From an optimization exercise on the open Yosys and OpenROAD flow, aimed at small area and a short achievable clock period; shortcuts taken in it are not production practice.
No functional check of the RTL was part of any run shown here.
No activity file was given, so power comes from the tool's default toggle rates.

**flow/run.sh**
```bash
#!/bin/bash
# synth_recipe.tcl (not shown) runs the flow's synth.tcl, then flattens the netlist and writes it again
# the make line also repeats each setting of config.mk as NAME=value (left out here)
make -C /OpenROAD-flow-scripts/flow DESIGN_CONFIG=/design/flow/config.mk WORK_HOME=/design/flow/orfs CLKGATE_MAP_FILE= SYNTH_SCRIPT=/design/flow/synth_recipe.tcl finish
```
**flow/config.mk**
```make
export PLATFORM = sky130hd
export DESIGN_NAME = ex_stage
export DESIGN_NICKNAME = ex_stage
export VERILOG_FILES = /design/flow/design.v
export SDC_FILE = /design/flow/constraint.sdc
export NUM_CORES = 4
export LEC_CHECK = 0
export CAP_MARGIN = 20
export CORE_MARGIN = 2
export CORE_UTILIZATION = 30
export PLACE_DENSITY = 0.45
export SLEW_MARGIN = 20
```
**flow/constraint.sdc**
```tcl
create_clock -name core_clock -period 7.0 [get_ports {clk}]
set_input_delay 1.4000 -clock core_clock [delete_from_list [all_inputs] [get_ports {clk}]]
set_output_delay 1.4000 -clock core_clock [all_outputs]
set_load 0.01 [all_outputs]
```
**flow/design.v**
```verilog
package rv_isa_pkg;
    localparam int XLEN       = 32;
    localparam int REG_ADDR_W = 5;
    localparam int SHAMT_W    = 5;
    localparam int ALT_BIT    = 30;
    typedef logic [XLEN-1:0]       word_t;
    typedef logic [REG_ADDR_W-1:0] reg_addr_t;
    typedef logic [31:0]           inst_t;
    typedef logic [2:0]            funct3_t;
    typedef enum logic [6:0] {
        OP_IMM = 7'b0010011,   
        OP     = 7'b0110011,   
        LOAD   = 7'b0000011,
        STORE  = 7'b0100011,
        BRANCH = 7'b1100011,
        JAL    = 7'b1101111,
        JALR   = 7'b1100111,
        LUI    = 7'b0110111,
        AUIPC  = 7'b0010111
    } opcode_e;
    typedef enum logic [2:0] {
        ADD_SUB = 3'b000,
        SLL     = 3'b001,
        SLT     = 3'b010,
        SLTU    = 3'b011,
        XOR     = 3'b100,
        SR      = 3'b101,   
        OR      = 3'b110,
        AND     = 3'b111
    } funct3_alu_e;
    typedef enum logic [2:0] {
        BEQ  = 3'b000,
        BNE  = 3'b001,
        BLT  = 3'b100,
        BGE  = 3'b101,
        BLTU = 3'b110,
        BGEU = 3'b111
    } funct3_br_e;
endpackage
package ex_pkg;
    typedef enum logic [3:0] {
        ALU_ADD,
        ALU_SUB,
        ALU_SLL,
        ALU_SLT,
        ALU_SLTU,
        ALU_XOR,
        ALU_SRL,
        ALU_SRA,
        ALU_OR,
        ALU_AND
    } alu_op_e;
    typedef enum logic [2:0] {
        CLS_NONE,     
        CLS_ALU,      
        CLS_LOAD,
        CLS_STORE,
        CLS_BRANCH,
        CLS_JUMP      
    } inst_class_e;
endpackage
module ex_stage (
    input  logic        clk,
    input  logic        rst_i,
    input  logic [31:0] inst_i,
    input  logic [31:0] pc_i,
    input  logic [31:0] rs1_data_i,
    input  logic [31:0] rs2_data_i,
    input  logic        reg_w_en_i,
    input  logic [4:0]  reg_w_addr_i,
    output logic        reg_w_en_o,
    output logic [4:0]  reg_w_addr_o,
    output logic [31:0] reg_w_data_o,
    output logic        mem_r_en_o,
    output logic        mem_w_en_o,
    output logic [31:0] mem_addr_o,
    output logic [31:0] mem_w_data_o,
    output logic [2:0]  mem_funct3_o,
    output logic        jump_flag_o,
    output logic [31:0] jump_addr_o
);
    logic [6:0] opc;
    logic [2:0] f3;
    logic       alt;
    logic       is_opimm, is_op, is_load, is_store, is_branch;
    logic       is_jal, is_jalr, is_lui, is_auipc, is_alu;
    assign opc = inst_i[6:0];
    assign f3  = inst_i[14:12];
    assign alt = inst_i[30];
    assign is_opimm  = opc == 7'b0010011;
    assign is_op     = opc == 7'b0110011;
    assign is_load   = opc == 7'b0000011;
    assign is_store  = opc == 7'b0100011;
    assign is_branch = opc == 7'b1100011;
    assign is_jal    = opc == 7'b1101111;
    assign is_jalr   = opc == 7'b1100111;
    assign is_lui    = opc == 7'b0110111;
    assign is_auipc  = opc == 7'b0010111;
    assign is_alu    = is_op | is_opimm;
    logic        s31;
    logic [31:0] imm_i, imm_s, imm_u;
    assign s31   = inst_i[31];
    assign imm_i = {{20{s31}}, inst_i[31:20]};
    assign imm_s = {{20{s31}}, inst_i[31:25], inst_i[11:7]};
    assign imm_u = {inst_i[31:12], 12'b0};
    logic [31:0] a_b, a_bx, a_sum;
    logic        use_rs2, use_s, a_inv, a_cout;
    assign use_rs2 = inst_i[5] & (inst_i[4] | inst_i[6]) & ~inst_i[2];
    assign use_s   = inst_i[5] & ~inst_i[4] & ~inst_i[6];
    always_comb begin
        if (use_rs2)    a_b = rs2_data_i;
        else if (use_s) a_b = imm_s;
        else            a_b = imm_i;
    end
    assign a_inv = (inst_i[6] & ~inst_i[2]) |
                   (~inst_i[6] & inst_i[4] & ((f3[2:1] == 2'b01) | (inst_i[5] & (f3 == 3'b000) & alt)));
    assign a_bx  = a_b ^ {32{a_inv}};
    assign {a_cout, a_sum} = {1'b0, rs1_data_i} + {1'b0, a_bx} + {32'd0, a_inv};
    logic lt_u, lt_s, eq;
    assign lt_u = ~a_cout;
    assign lt_s = (rs1_data_i[31] ^ a_b[31]) ? rs1_data_i[31] : a_sum[31];
    assign eq   = rs1_data_i == rs2_data_i;
    logic cond;
    always_comb begin
        case (f3[2:1])
            2'b00:   cond = eq ^ f3[0];
            2'b10:   cond = lt_s ^ f3[0];
            2'b11:   cond = lt_u ^ f3[0];
            default: cond = 1'b0;
        endcase
    end
    logic [31:0] b_off, b_sum, link;
    always_comb begin
        if (inst_i[3])      b_off = {{12{s31}}, inst_i[19:12], inst_i[20], inst_i[30:21], 1'b0};
        else if (inst_i[2]) b_off = imm_u;
        else                b_off = {{20{s31}}, inst_i[7], inst_i[30:25], inst_i[11:8], 1'b0};
    end
    assign b_sum = pc_i + b_off;
    assign link  = {pc_i[31:2] + 30'd1, pc_i[1:0]};
    logic [4:0]  shamt;
    logic [31:0] sh_in, sh_out, sh_rev;
    logic        sll, fill;
    assign shamt = is_op ? rs2_data_i[4:0] : inst_i[24:20];
    assign sll   = ~f3[2];
    assign fill  = f3[2] & alt & rs1_data_i[31];
    always_comb begin
        for (int k = 0; k < 32; k++) sh_in[k] = sll ? rs1_data_i[31-k] : rs1_data_i[k];
    end
    assign sh_out = 32'($signed({fill, sh_in}) >>> shamt);
    always_comb begin
        for (int k = 0; k < 32; k++) sh_rev[k] = sh_out[31-k];
    end
    logic [31:0] logic_res, alu_res, wb;
    always_comb begin
        case (f3[1:0])
            2'b00:   logic_res = rs1_data_i ^ a_b;
            2'b10:   logic_res = rs1_data_i | a_b;
            default: logic_res = rs1_data_i & a_b;
        endcase
    end
    always_comb begin
        case (f3)
            3'b000:  alu_res = a_sum;
            3'b001:  alu_res = sh_rev;
            3'b010:  alu_res = {31'd0, lt_s};
            3'b011:  alu_res = {31'd0, lt_u};
            3'b101:  alu_res = sh_out;
            default: alu_res = logic_res;
        endcase
    end
    always_comb begin
        if (is_alu)                  wb = alu_res;
        else if (is_jal | is_jalr)   wb = link;
        else if (is_auipc)           wb = b_sum;
        else if (is_lui)             wb = imm_u;
        else                         wb = '0;
    end
    always_ff @(posedge clk) begin
        if (rst_i) begin
            reg_w_en_o   <= 1'b0;
            reg_w_addr_o <= '0;
            reg_w_data_o <= '0;
            mem_r_en_o   <= 1'b0;
            mem_w_en_o   <= 1'b0;
            mem_addr_o   <= '0;
            mem_w_data_o <= '0;
            mem_funct3_o <= '0;
            jump_flag_o  <= 1'b0;
            jump_addr_o  <= '0;
        end else begin
            reg_w_en_o   <= reg_w_en_i;
            reg_w_addr_o <= reg_w_addr_i;
            reg_w_data_o <= wb;
            mem_r_en_o   <= is_load;
            mem_w_en_o   <= is_store;
            mem_addr_o   <= (is_load | is_store) ? a_sum : '0;
            mem_w_data_o <= is_store ? rs2_data_i : '0;
            mem_funct3_o <= f3;
            jump_flag_o  <= (is_branch & cond) | is_jal | is_jalr;
            jump_addr_o  <= is_jalr ? a_sum : ((is_branch | is_jal) ? b_sum : '0);
        end
    end
endmodule
```
==> run summary, run 1 <==
CTS Sinks=140; first-pass GRT wire length=130100 um; Post-DRT Antenna Nets=0; TritonCTS clock tree=yes; fmax=162.2 MHz; Worst path most repeated cell=mux2i_1; vias post-DR=18398; Post-synth EDFFs=0; CP arrival=6540 ps; Synthesized Nets=2330; Crit Path Category=primary input to flop; row count=82; hold buffers post-CTS=0; Final Hold Fails=0; most frequent cells after synthesis=nor2_1 (183), a21oi_1 (179), nand2_1 (156); Cells after Synth=2066; Post-Route WL=around 94000 um; RSZ-0062 raised after global routing=no; Synth async-reset ratio=0; Reg clk slew, reported paths=~70 ps; critical-path maximum fanout=8; Core Footprint=0.05038 mm2; Synth Area in Compound Gates=0.3071; multiplexer share of the synthesized area=0.06085; initial antenna violation count=5; CP cell instances=clkdlybuf4s50_1 > or2_2 > or2_2 > mux2i_1 > o21ai_0 > xnor2_1 > ha_1 > and3_1 > nand4_1 > a21oi_1 > mux2i_1 > a31oi_1 > a311oi_1 > o41a_1 > a211oi_1 > mux2i_1 > a211o_1; Root Driver=clkbuf_16; DRT Pass-1 Iters=6; setup TNS=0 ps; IO Pins=276; Slowest cell on crit path=clkdlybuf4s50_1; Max stage delay on crit path=between 500 and 600 ps; worst path bufs/invs=1; Synth Area in Simple Gates=0.2034; maximum VDD drop=0.0001966 V; final critical-path required period=roughly 6000 ps; worst rel slew slack=0.2555; setup bufs post-CTS=0; vias per inst=around 6.1; final core utilization=0.3927; Max clock buf depth=2; Die W=230.4 um; vias in the first global route=17251; Synth area leaders=dfxtp_1 (18%), ha_1 (10%), a21oi_1 (5.8%), xor2_1 (4.8%), nor2_1 (4.5%); adder-cell share of the synthesized area=0.1051; Finished Layout Cells=3011; Num CTS Buffers=17; hold endpoint=reg_w_en_o$_SDFF_PP0_; Tot GR Track Use=0.3428; Yosys cell types=95; grt total ovfl=0; Die Height=230.4 um; Final Power=3.446 mW; Area Overhead vs Synth=28.62%; Worst Path Required=between 7000 and 8000 ps; sequential area share after synthesis=0.1822; # port buffers=275; CP startpoint kind=primary input; Cell Area, Synth=approximately 0.015 mm2; HP Class=primary input to flop; MaxCap Viol Count=0; share of the synthesized area in the top cell type=0.1822; Final Max Tran Viols=0; register bit total from synthesis=140; H-tree Lvls=4; CP delay by family, top=compound AO/OA/AOI/OAI gates; initial core utilization=0.3053; DP Cell Count=2978; NumNets Final=2589; run status=timing/DRC/antenna clean; gpl congestion=approximately 1; Least-Margin Pin Slew=1116 ps; synthesis warning total=1; Hold Path Origin=reg_w_en_i; Setup Viol. Count Final=0; proportion of layout cells with a drive suffix above 1=0.08896; drc violations=0; Layout fillers=about 5300; pwr dens=174.2 mW/mm2; Post-synth top flop=dfxtp_1; WL/cell=just over 30 um; DRT iter0 DRCs=around 2300; largest family of logic cells by synthesized area=compound AO/OA/AOI/OAI gates; xor and xnor area share after synthesis=0.08086; post-DP HPWL=74460 um; Tcrit/Tclk final=0.8808; Critical Path End Type=flop; Lkg Pwr=7.992 nW; Die ar.=0.05310 mm2; syn avg cell area=7.445 um2; largest net degree at the start of global routing=115; hold path depth=2; post-cts sizing count=0; most common cell in the netlist=nor2_1; Synth area leader=dfxtp_1
-- metal layers --
layer	GRT usage	up-vias	wire length [um]
met3	0.07547	180	9078
met1	0.4660	8982	39990
met4	0.1637	2	4578
met5	0	-	13
met2	0.5117	1130	40040
li1	-	8104	-
-- final cells by class --
type                    instances  area, um2  share of cell area
diodes                          1      2.502           0.0001265
clock buffers                  17      425.4             0.02150
inverters                      91      341.6             0.01727
multi-input cells            1693      11670              0.5900
flip-flops and latches        140       2803              0.1417
repair buffers                382       3546              0.1792
well taps                     672      840.8             0.04250
clock inverters                15      151.4            0.007653
-- power by group --
part           leakage (nW)  internal (mW)  switching [mW]
clock                 0.282          0.471           0.444
combinational          6.58          0.594            1.13
sequential             1.13          0.804         0.00307
-- placed cells by master, fill, tap and decap left out, drive strengths merged, types with 57 or more instances in the layout --
cell and count:
a21oi 181, and2 68, buf 112, clkdlybuf4s50 270, dfxtp 140, ha 126
inv 96, mux2i 57, nand2 158, nor2 184, o21ai 141, xnor2 57
xor2 85
-- logic make-up after synthesis --
group | Yosys count
adder cells (fa/ha/maj) | 128
buffers and inverters | 233
XOR/XNOR | 142
multiplexers | 79
AO/OA/AOI/OAI | 707
AND/OR/NAND/NOR | 637
flip-flops | 140
-- through the flow --
step	area (um2)	hold WS [ps]	setup WS, ps
after global placement	19200	1960	351.8
final	19780	1460	834.6
after detailed placement	19200	1962	386.7
after CTS	19780	1440	896.0
after floorplan	15380	1522	1204
after global routing	19780	1465	506.8
-- state kept, by name (all words and copies together) (netlist names) --
register      flops
mem_funct3_o      3
reg_w_addr_o      5
mem_r_en_o        1
mem_w_en_o        1
jump_flag_o       1
reg_w_data_o     32
mem_addr_o       32
jump_addr_o      32
reg_w_en_o        1
mem_w_data_o     32
-- worst max path at each step --
stage / startpoint / to / cells after the start
2_1_floorplan: inst_i[5] / jump_flag_o$_SDFF_PP0_ / 19
3_3_place_gp: inst_i[6] / jump_flag_o$_SDFF_PP0_ / 17
3_5_place_dp: inst_i[4] / jump_flag_o$_SDFF_PP0_ / 17
4_1_cts: inst_i[4] / jump_flag_o$_SDFF_PP0_ / 17
5_1_grt: inst_i[4] / jump_flag_o$_SDFF_PP0_ / 17
6_report: inst_i[4] / jump_flag_o$_SDFF_PP0_ / 17
==> run 2: changes to the inputs <==
--- a/flow/config.mk
+++ b/flow/config.mk
@@ -10,3 +10,4 @@
 export CORE_UTILIZATION = 30
 export PLACE_DENSITY = 0.45
+export SETUP_SLACK_MARGIN = 2.5
 export SLEW_MARGIN = 20
==> run summary, run 2 <==
run status=timing/DRC/antenna clean; drc violations=0; # port buffers=275; dpl cell area=0.01930 mm2; Finished Cell Area=0.02268 mm2; most common cell in the netlist=nor2_1; first-pass GRT wire length=between 100000 and 150000 um; DP Cell Count=2957; Die Height=230.4 um; Root Driver=clkbuf_16; setup TNS=0 ps; Hold Path Origin=inst_i[5]; Post-Route WL=around 100000 um; TritonCTS clock tree=yes; Synth area leaders=dfxtp_1 (18%), ha_1 (10%), a21oi_1 (5.8%), xor2_1 (4.8%), nor2_1 (4.5%); DRT iter0 DRCs=2611; HP Class=primary input to flop; Max clock buf depth=2; row count=between 80 and 90; Worst Path Required=7330 ps; Slowest cell on crit path=a221oi_2; worst path bufs/invs=6; Final Hold Fails=0; Post-synth EDFFs=0; Critical Path End Type=flop; RSZ-0062 raised after global routing=yes; Tcrit/Tclk final=0.6718; register bit total from synthesis=140; hold endpoint=mem_r_en_o$_SDFF_PP0_; pre-CTS WS=250.6 ps; Cell Area, Synth=0.01538 mm2; Die ar.=between 0.05 and 0.06 mm2; final worst slack=about 2300 ps; H-tree Lvls=4; Num CTS Buffers=17; syn avg cell area=7.445 um2; synthesis warning total=1; Synth async-reset ratio=0; final critical-path required period=4702 ps; CP delay by family, top=compound AO/OA/AOI/OAI gates; Tot GR Track Use=0.3632; hold path depth=3; Core Footprint=approximately 0.050 mm2; most common cell after layout, fill and taps aside=clkdlybuf4s50_1; Lkg Pwr=9.050 nW; IO Pins=276; Post-DRT Antenna Nets=0; fmax=212.7 MHz; DRT Pass-1 Iters=6; grt total ovfl=0; critical-path maximum fanout=8; Max stage delay on crit path=370 ps; worst rel slew slack=0.3206; Yosys cell types=95; vias post-DR=19046; CP startpoint kind=primary input; Final Max Tran Viols=0; gpl congestion=between 1 and 1.5; proportion of layout cells with a drive suffix above 1=0.2297; Final Power=3.988 mW; vias per inst=roughly 6.1; Synthesized Nets=2330; Die W=around 230 um; share of the synthesized area in the top cell type=0.1822; pwr dens=175.9 mW/mm2; Synth area leader=dfxtp_1; Least-Margin Pin Slew=around 1000 ps; vias in the first global route=17978; Post-synth top flop=dfxtp_1; CP arrival=5030 ps; largest net degree at the start of global routing=66; Crit Path Category=primary input to flop; sequential area share after synthesis=0.1822; MaxCap Viol Count=0; Setup Viol. Count Final=0; maximum VDD drop=0.0001813 V; CP cell instances=buf_8 > and3b_1 > o2111ai_2 > and2_4 > buf_12 > buf_16 > buf_12 > xor2_4 > ha_4 > a211oi_4 > o2bb2ai_4 > a31oi_4 > o22ai_4 > buf_4 > a311oi_2 > nor2b_2 > buf_4 > a221oi_2 > a221oi_1; NumNets Final=approximately 2700; CTS Sinks=140; Area Overhead vs Synth=47.43%; Reg clk slew, reported paths=roughly 80 ps; Cells after Synth=2066; initial antenna violation count=4; initial core utilization=0.3053; most frequent cells after synthesis=nor2_1 (183), a21oi_1 (179), nand2_1 (156); WL/cell=31.96 um; Finished Layout Cells=~3100; most frequent cells in the layout=clkdlybuf4s50_1 (238), nor2_1 (171), buf_4 (170); post-DP HPWL=roughly 76000 um
run 2: final cells by class:
type / instances / area (um2)
Clock inverter: 14 / 123.9
Clock buffer: 17 / 425.4
Fill cell: 5051 / 27700
Inverter: 91 / 342.8
Antenna cell: 5 / 12.51
Tap cell: 672 / 840.8
Timing Repair Buffer: 482 / 4622
Sequential cell: 140 / 2803
Multi-Input combinational cell: 1694 / 13510
run 2: kinds of logic after synthesis:
family,Yosys count,synth area share
AO/OA/AOI/OAI,707,0.3071
XOR/XNOR,142,0.08086
adder cells (fa/ha/maj),128,0.1051
buffers and inverters,233,0.06044
flip-flops,140,0.1822
multiplexers,79,0.06085
AND/OR/NAND/NOR,637,0.2035
run 2: what timing repair did:
| item | 4_1_cts | 5_1_grt |
|---|---|---|
| pin swaps | 84 | 77 |
| setup endpoints to repair | 90 | 57 |
| buffers inserted | 75 | 40 |
| gates resized for setup | 317 | 119 |
| cloned | 7 | 0 |
| hold buffers | 0 | 0 |
run 2: metal layers:
layer / GRT usage / up-vias / routed length (um)
li1: - / 8332 / -
met1: 0.5035 / 9423 / 42410
met2: 0.5469 / 1082 / 42280
met3: 0.07250 / 209 / 9949
met4: 0.1500 / 0 / 4912
met5: 0 / - / 0
run 2: where the power goes:
group	switching, mW	internal (mW)
registers	0.00295	0.804
clock network	0.445	0.466
logic	1.38	0.886
total	1.83	2.16
run 2: through the flow:
| step | hold WS (ps) | utilization |
|---|---|---|
| floorplan | 1522 | - |
| global placement | 1840 | 0.3831 |
| detailed placement | 1833 | 0.3831 |
| CTS | 1304 | 0.4331 |
| global route | 1269 | 0.4500 |
| finish | 1291 | 0.4502 |
run 2: how the worst max path moves through the flow:
stage / startpoint / to / slack, ps / depth (start not counted)
2_1_floorplan: inst_i[5] / jump_flag_o$_SDFF_PP0_ / 2170 / 18
3_3_place_gp: inst_i[5] / reg_w_data_o[13]$_SDFF_PP0_ / 110 / 18
3_5_place_dp: inst_i[5] / reg_w_data_o[13]$_SDFF_PP0_ / 250 / 18
4_1_cts: inst_i[6] / reg_w_data_o[0]$_SDFF_PP0_ / 2420 / 17
5_1_grt: inst_i[12] / reg_w_data_o[25]$_SDFF_PP0_ / 2200 / 19
6_report: inst_i[12] / reg_w_data_o[22]$_SDFF_PP0_ / 2300 / 19

[afterwards: timing with drivers on the ports]
How much do the figures lean on ideal ports? The routed layouts below were timed once more, with nothing changed but the port constraints.
Step 1: set_driving_cell puts a clkbuf_16 on clk and a buf_2 on each other input, an assumption about the parent block.
Step 2, shift: input delay + t, output delay - t, t = (earliest + latest rising clock arrival at the registers) / 2. This alone moves slack from input paths to output paths.
a / b / c = no drivers / after step 1 / after step 2; a / b = the first two.
| run | t (ns) | slack for setup (ns) | worst setup path at the end | worst register clock-pin slew, ns |
|---|---|---|---|---|
| run 1 | 0.544 | 0.835 / 0.835 / 0.291 | input to register | 0.08 / 0.08 |
| run 2 | 0.544 | 2.298 / 2.311 / 1.767 | input to register | 0.08 / 0.08 |
After both steps every run listed still meets setup and hold. The setup slack of run 1, which loses most, moves by 0.000 ns with the drivers and by -0.544 ns with both steps.
